Background: an optimization exercise with open tools, aiming at small area, a short achievable clock period and few clock cycles per item. Do not read the settings as production practice. RTL that was checked went through simulation tests only; none was proved equivalent to the original. Power figures rest on the tool's default switching activity, not on a simulated workload.

Setup of lane 1:
## pkt_loopback_top
module pkt_loopback_top #(
  parameter int FIFO_DEPTH = 8,
  parameter int MAX_BEATS  = 16
) (
  input  logic  rd_clk,
  input  logic  rd_rst_n,
  input  logic  rx_valid,
  output logic  rx_ready,
  input  pkt_pkg::beat_t rx_beat,
  input  logic  tx_enable,
  input  logic  tx_ready,
  output logic  tx_valid,
  output pkt_pkg::beat_t tx_beat
);
export LEC_CHECK = 0
export ABC_CLOCK_PERIOD_IN_PS = 2000
export CAP_MARGIN = 20
export CORE_MARGIN = 2
export CORE_UTILIZATION = 40
export CTS_CLUSTER_DIAMETER = 100
export CTS_CLUSTER_SIZE = 28
export SETUP_SLACK_MARGIN = 3.3
export SLEW_MARGIN = 20
create_clock -name core_clock -period 5.5 [get_ports {rd_clk}]
standard.sh (not shown) runs the stock make flow with config.mk's settings and CLKGATE_MAP_FILE= SYNTH_SCRIPT=/design/flow/synth_recipe.tcl, a recipe that flattens the netlist after the stock synthesis.
==> flow/flow/run.sh <==
#!/bin/bash
# The standard layout, with the port buffers made from buf_2 cells
# instead of the delay buffers buffer_ports picks by default.
set -euo pipefail
export BUFFER_PORTS_ARGS="-buffer_cell sky130_fd_sc_hd__buf_2"
bash standard.sh > standard_flow.log 2>&1
Lane 1: no failed stages, no open violations at the end
Modified inputs, lane 2 compared to lane 1
- swapping 3.3 for 3.0 in SETUP_SLACK_MARGIN
==> flow/run.sh (new file) <==
#!/bin/bash
# synth_recipe.tcl (not shown) runs the flow's synth.tcl, then flattens the netlist and writes it again
# the make line also repeats each setting of config.mk as NAME=value (left out here)
make -C /OpenROAD-flow-scripts/flow DESIGN_CONFIG=/design/flow/config.mk WORK_HOME=/design/flow/orfs CLKGATE_MAP_FILE= SYNTH_SCRIPT=/design/flow/synth_recipe.tcl finish
removed: flow/flow/run.sh
removed: flow/standard.sh
Comparing cell area for lane 1 and lane 2, the bigger number came from lane 1.
For the sequential share of layout area, lane 2 came in 0.42 points higher than lane 1 did.
Comparing lane 1 and lane 2, the higher multi-input combinational cell area was measured on lane 1.
NOTE: register-to-register slack in lane 2 falls short of that of lane 1
The critical path depth was comparable across lane 1 and lane 2.
No run of this note included a check of the RTL's function; only the layout flow was run.

---

## v17
The RTL this note starts from:
==> flow/design.v <==
package pkt_pkg;
  localparam int DATA_W  = 64;
  localparam int EMPTY_W = 3;
  typedef logic [DATA_W-1:0]  data_t;
  typedef logic [EMPTY_W-1:0] empty_t;
  typedef struct packed {
    logic   sop;
    logic   eop;
    empty_t empty;
    data_t  data;
  } beat_t;
  typedef enum logic [1:0] {
    TX_IDLE = 2'd0,
    TX_LOAD = 2'd1,
    TX_SEND = 2'd2,
    TX_DONE = 2'd3
  } tx_state_t;
endpackage
`timescale 1ns/1ps
module pkt_loopback_top #(
  parameter int FIFO_DEPTH = 8,
  parameter int MAX_BEATS  = 16
) (
  input  logic  rd_clk,
  input  logic  rd_rst_n,
  input  logic  rx_valid,
  output logic  rx_ready,
  input  pkt_pkg::beat_t rx_beat,
  input  logic  tx_enable,
  input  logic  tx_ready,
  output logic  tx_valid,
  output pkt_pkg::beat_t tx_beat
);
  localparam int N  = MAX_BEATS;
  localparam int PW = $clog2(N);
  localparam int CW = $clog2(N + 1);
  localparam int EW = pkt_pkg::DATA_W + pkt_pkg::EMPTY_W + 1;
  logic [EW-1:0] ring [0:N-1];
  logic [PW-1:0] dh;        
  logic          dh0;       
  logic [PW-1:0] dt;        
  logic [CW-1:0] count;     
  logic [CW-1:0] ccount;    
  logic          rdy_n;     
  logic          wsel_n;    
  logic          tv;        
  pkt_pkg::beat_t ob;       
  logic          drop;      
  logic          last_eop;  
  logic          en_seen;   
  logic          empty;
  logic          one;
  logic          full;
  logic          ccnz;
  logic          cc_one;
  logic          dt1;
  logic          ovf;
  logic          acc;
  logic          store;     
  logic          discard;
  logic          commit;
  logic          take;      
  logic          fire;
  logic          new_head;
  logic          drop_nxt;
  logic          high;      
  logic [CW-1:0] count_nxt;
  logic [pkt_pkg::DATA_W-1:0] rd_data;
  logic [pkt_pkg::DATA_W-1:0] rd_inc;
  logic          rdy_0;
  logic          rdy_s;
  logic          rdy_t;
  logic          rdy_st;
  logic          wsel_s;
  logic          wsel_t;
  logic [EW-1:0] wr_ent;
  assign empty   = (count == '0);
  assign one     = (count == CW'(1));
  assign full    = (count == CW'(N));
  assign high    = (count >= CW'(N - 1));
  assign ccnz    = (ccount != '0);
  assign cc_one  = (ccount == CW'(1));
  assign dt1     = (dt == PW'(1));
  assign ovf     = full && !ccnz;
  assign acc     = rx_valid && !rdy_n;
  assign store   = acc && !drop && !ovf;
  assign discard = acc && !drop && ovf;
  assign commit  = store && rx_beat.eop;
  assign fire    = tv && tx_ready;
  assign take    = dh0 && en_seen && (!tv || tx_ready) && !empty &&
                   (ccnz || commit);
  assign new_head = store && (empty || (take && one));
  assign drop_nxt = (acc && (drop || ovf)) ? !rx_beat.eop : drop;
  always_comb begin
    count_nxt = count;
    if (discard) begin
      count_nxt = '0;
    end else if (store && !take) begin
      count_nxt = count + 1'b1;
    end else if (take && !store) begin
      count_nxt = count - 1'b1;
    end
  end
  assign rdy_0  = (full && !ccnz) || (!full && (empty || dt1));
  assign rdy_s  = !high || (!ccnz && !rx_beat.eop);
  assign rdy_t  = one || dt1;
  assign rdy_st = !full || !(rx_beat.eop || (ccnz && !cc_one));
  assign wsel_s = (count != CW'(N - 1));
  assign wsel_t = one || dt1;
  assign wr_ent = {rx_beat.eop,
                   rx_beat.eop ? rx_beat.empty : pkt_pkg::EMPTY_W'(0),
                   rx_beat.data};
  always_ff @(posedge rd_clk or negedge rd_rst_n) begin
    if (!rd_rst_n) begin
      dh       <= '0;
      dh0      <= 1'b1;
      dt       <= '0;
      count    <= '0;
      ccount   <= '0;
      rdy_n    <= 1'b0;
      wsel_n   <= 1'b0;
      tv       <= 1'b0;
      drop     <= 1'b0;
      last_eop <= 1'b1;
      en_seen  <= 1'b0;
    end else begin
      if (new_head) begin
        dh  <= PW'(N - 2);
        dh0 <= 1'b0;
      end else if (take) begin
        dh  <= '0;
        dh0 <= 1'b1;
      end else begin
        dh  <= dh - 1'b1;
        dh0 <= (dh == PW'(1));
      end
      if (store || discard || (take && one) || empty) begin
        dt <= '0;
      end else begin
        dt <= dt - 1'b1;
      end
      count <= count_nxt;
      if (commit) begin
        ccount <= count_nxt;
      end else if (take) begin
        ccount <= ccount - 1'b1;
      end
      if (drop_nxt || discard) begin
        rdy_n <= 1'b0;
      end else begin
        case ({store, take})
          2'b00:   rdy_n <= !rdy_0;
          2'b10:   rdy_n <= !rdy_s;
          2'b01:   rdy_n <= !rdy_t;
          default: rdy_n <= !rdy_st;
        endcase
      end
      if (discard) begin
        wsel_n <= 1'b0;
      end else begin
        case ({store, take})
          2'b00:   wsel_n <= !(!full && (empty || dt1));
          2'b10:   wsel_n <= !wsel_s;
          2'b01:   wsel_n <= !wsel_t;
          default: wsel_n <= full;
        endcase
      end
      tv       <= take || (tv && !tx_ready);
      en_seen  <= en_seen || tx_enable;
      drop     <= drop_nxt;
      if (take) begin
        last_eop <= ring[1][EW-1];
      end
    end
  end
  localparam int NG = pkt_pkg::DATA_W / 8;
  logic [NG-1:0] rd_grp;    
  always_ff @(posedge rd_clk) begin
    for (int g = 0; g < NG; g++) begin
      rd_grp[g] <= &ring[2][8*g +: 8];
    end
  end
  assign rd_data = ring[1][pkt_pkg::DATA_W-1:0];
  always_comb begin
    logic lo_grp;
    logic lo_bit;
    for (int g = 0; g < NG; g++) begin
      lo_grp = 1'b1;
      for (int h = 0; h < g; h++) begin
        lo_grp = lo_grp & rd_grp[h];
      end
      lo_bit = 1'b1;
      for (int b = 0; b < 8; b++) begin
        rd_inc[8*g+b] = rd_data[8*g+b] ^ (lo_grp & lo_bit);
        lo_bit = lo_bit & rd_data[8*g+b];
      end
    end
  end
  always_ff @(posedge rd_clk) begin
    for (int i = 0; i < N - 1; i++) begin
      ring[i] <= ring[i+1];
    end
    ring[N-1] <= wsel_n ? ring[0] : wr_ent;
  end
  always_ff @(posedge rd_clk or negedge rd_rst_n) begin
    if (!rd_rst_n) begin
      ob <= '0;
    end else if (take) begin
      ob <= {last_eop, ring[1][EW-1:pkt_pkg::DATA_W], rd_inc};
    end else if (fire) begin
      ob <= '0;
    end
  end
  assign rx_ready = !rdy_n;
  assign tx_valid = tv;
  assign tx_beat  = ob;
endmodule
clock: 5.5 ns
lec_check: 0
abc_area: 1
cap_margin: 20
core_margin: 2
core_utilization: 65
cts_cluster_diameter: 100
cts_cluster_size: 28
setup_slack_margin: 3.15
slew_margin: 20
tns_end_percent: 5
==> flow/flow/run.sh <==
#!/bin/bash
# The standard layout, with the port buffers made from buf_2 cells
# instead of the delay buffers buffer_ports picks by default.
set -euo pipefail
export BUFFER_PORTS_ARGS="-buffer_cell sky130_fd_sc_hd__buf_2"
bash standard.sh > standard_flow.log 2>&1
Testbench counts of v17, summed over its fixed seeds: cycles 14,877, items 14,749.
Relative to v17, the following input files were edited for v14:
- swapping 65 for 40 in CORE_UTILIZATION
- clearing TNS_END_PERCENT, which used to be 5
==> comparison <==
- Every stage of the flow completed for v17, and the final layout passed the timing, design-rule and antenna checks.
- v14 has completed all stages; timing, DRC and antenna checks passed.
- Comparing v17 and v14, the lower leakage component of the power is on v17.
- v14 has less setup slack than v17.
- Measured against each other, v17 and v14 differ in ratio of cells with drive above 1 in the final layout, the higher figure coming from v14.
- Diff v17 -> v14 | via count of the routed design | up slightly
- The higher non-clock buffer count came out of v14.
- When the final numbers for v17 and v14 were put side by side, the number of buffers and inverters on the critical path turned out to be smaller in v14.
- Comparing v17 and v14, the lower effective utilization at floorplan is on v14.
- v14 against v17: max-slew violation total from the final report was more or less identical, sequential share of layout area has decreased, sum of routed wire length over all layers now larger.
### v14 -> v15
- PLACE_DENSITY now 0.75, previously not set
- CORE_UTILIZATION now 65, was 40
Findings:
When v15 is measured against v14, its cell area turns out 780 sq um lower.
Compared with v14, in v15 overall die area shrank by 0.027 sq mm, sequential-cell power consumption ~0 delta.
Setup slack of the critical path after layout in v15 vs v14: up 0.014 ns
What v11 does differently from v15 at the input level:
- a deleted PLACE_DENSITY that had been 0.75
- a change of CTS_CLUSTER_SIZE from 28 to 34
- a change of CTS_CLUSTER_DIAMETER from 100 to 60
Results
[compare] base=v15 new=v11: final area now larger; global-route usage moved down; slew of the pin with the lowest slew margin lost 0.016 ns; share of the core filled with cells in the final layout shows an increase of 0.80 points.
Comparing the two runs side by side, v11 comes out behind v15 on switching power of the nets.
Sort v11 and v15 by slack of the worst reg-to-reg path desc -> top: v15

-- separate check: timing with driven ports --
The flow's constraints put no driver on any port. The routed layouts listed below were extracted and timed again, unchanged, in two steps. Step 1, drivers: a clkbuf_16 drives rd_clk and a buf_2 each remaining input, both assumed. Step 2 also shifts input and output timing later by t, the mid clock arrival at the registers, as if the neighbouring blocks saw the same clock. a / b / c = ideal / step 1 / step 2; a / b = the first two.
| run | shift t [ns] | setup slack, ns | worst setup path after step 2 | clock arrival spread, ns | worst slew at a driven data input, ns |
|---|---|---|---|---|---|
| lane 1 | 0.663 | 3.081 / 3.091 / 2.428 | input to register | 0.024 / 0.023 | 0.10 |
| lane 2 | 0.651 | 3.021 / 3.003 / 2.394 | input to register | 0.035 / 0.035 | 0.06 |
| v17 | 0.649 | 3.182 / 3.123 / 2.701 | input to register | 0.031 / 0.030 | 0.07 |
| v14 | 0.677 | 3.176 / 3.115 / 2.697 | input to register | 0.041 / 0.040 | 0.10 |
| v15 | 0.646 | 3.190 / 3.136 / 2.647 | input to register | 0.027 / 0.026 | 0.07 |
| v11 | 0.656 | 3.187 / 3.131 / 2.710 | input to register | 0.023 / 0.022 | 0.07 |
After both steps setup and hold are still met in every run listed. For lane 1, which loses most, drivers alone change the setup slack by +0.010 ns; drivers and shift together by -0.653 ns.
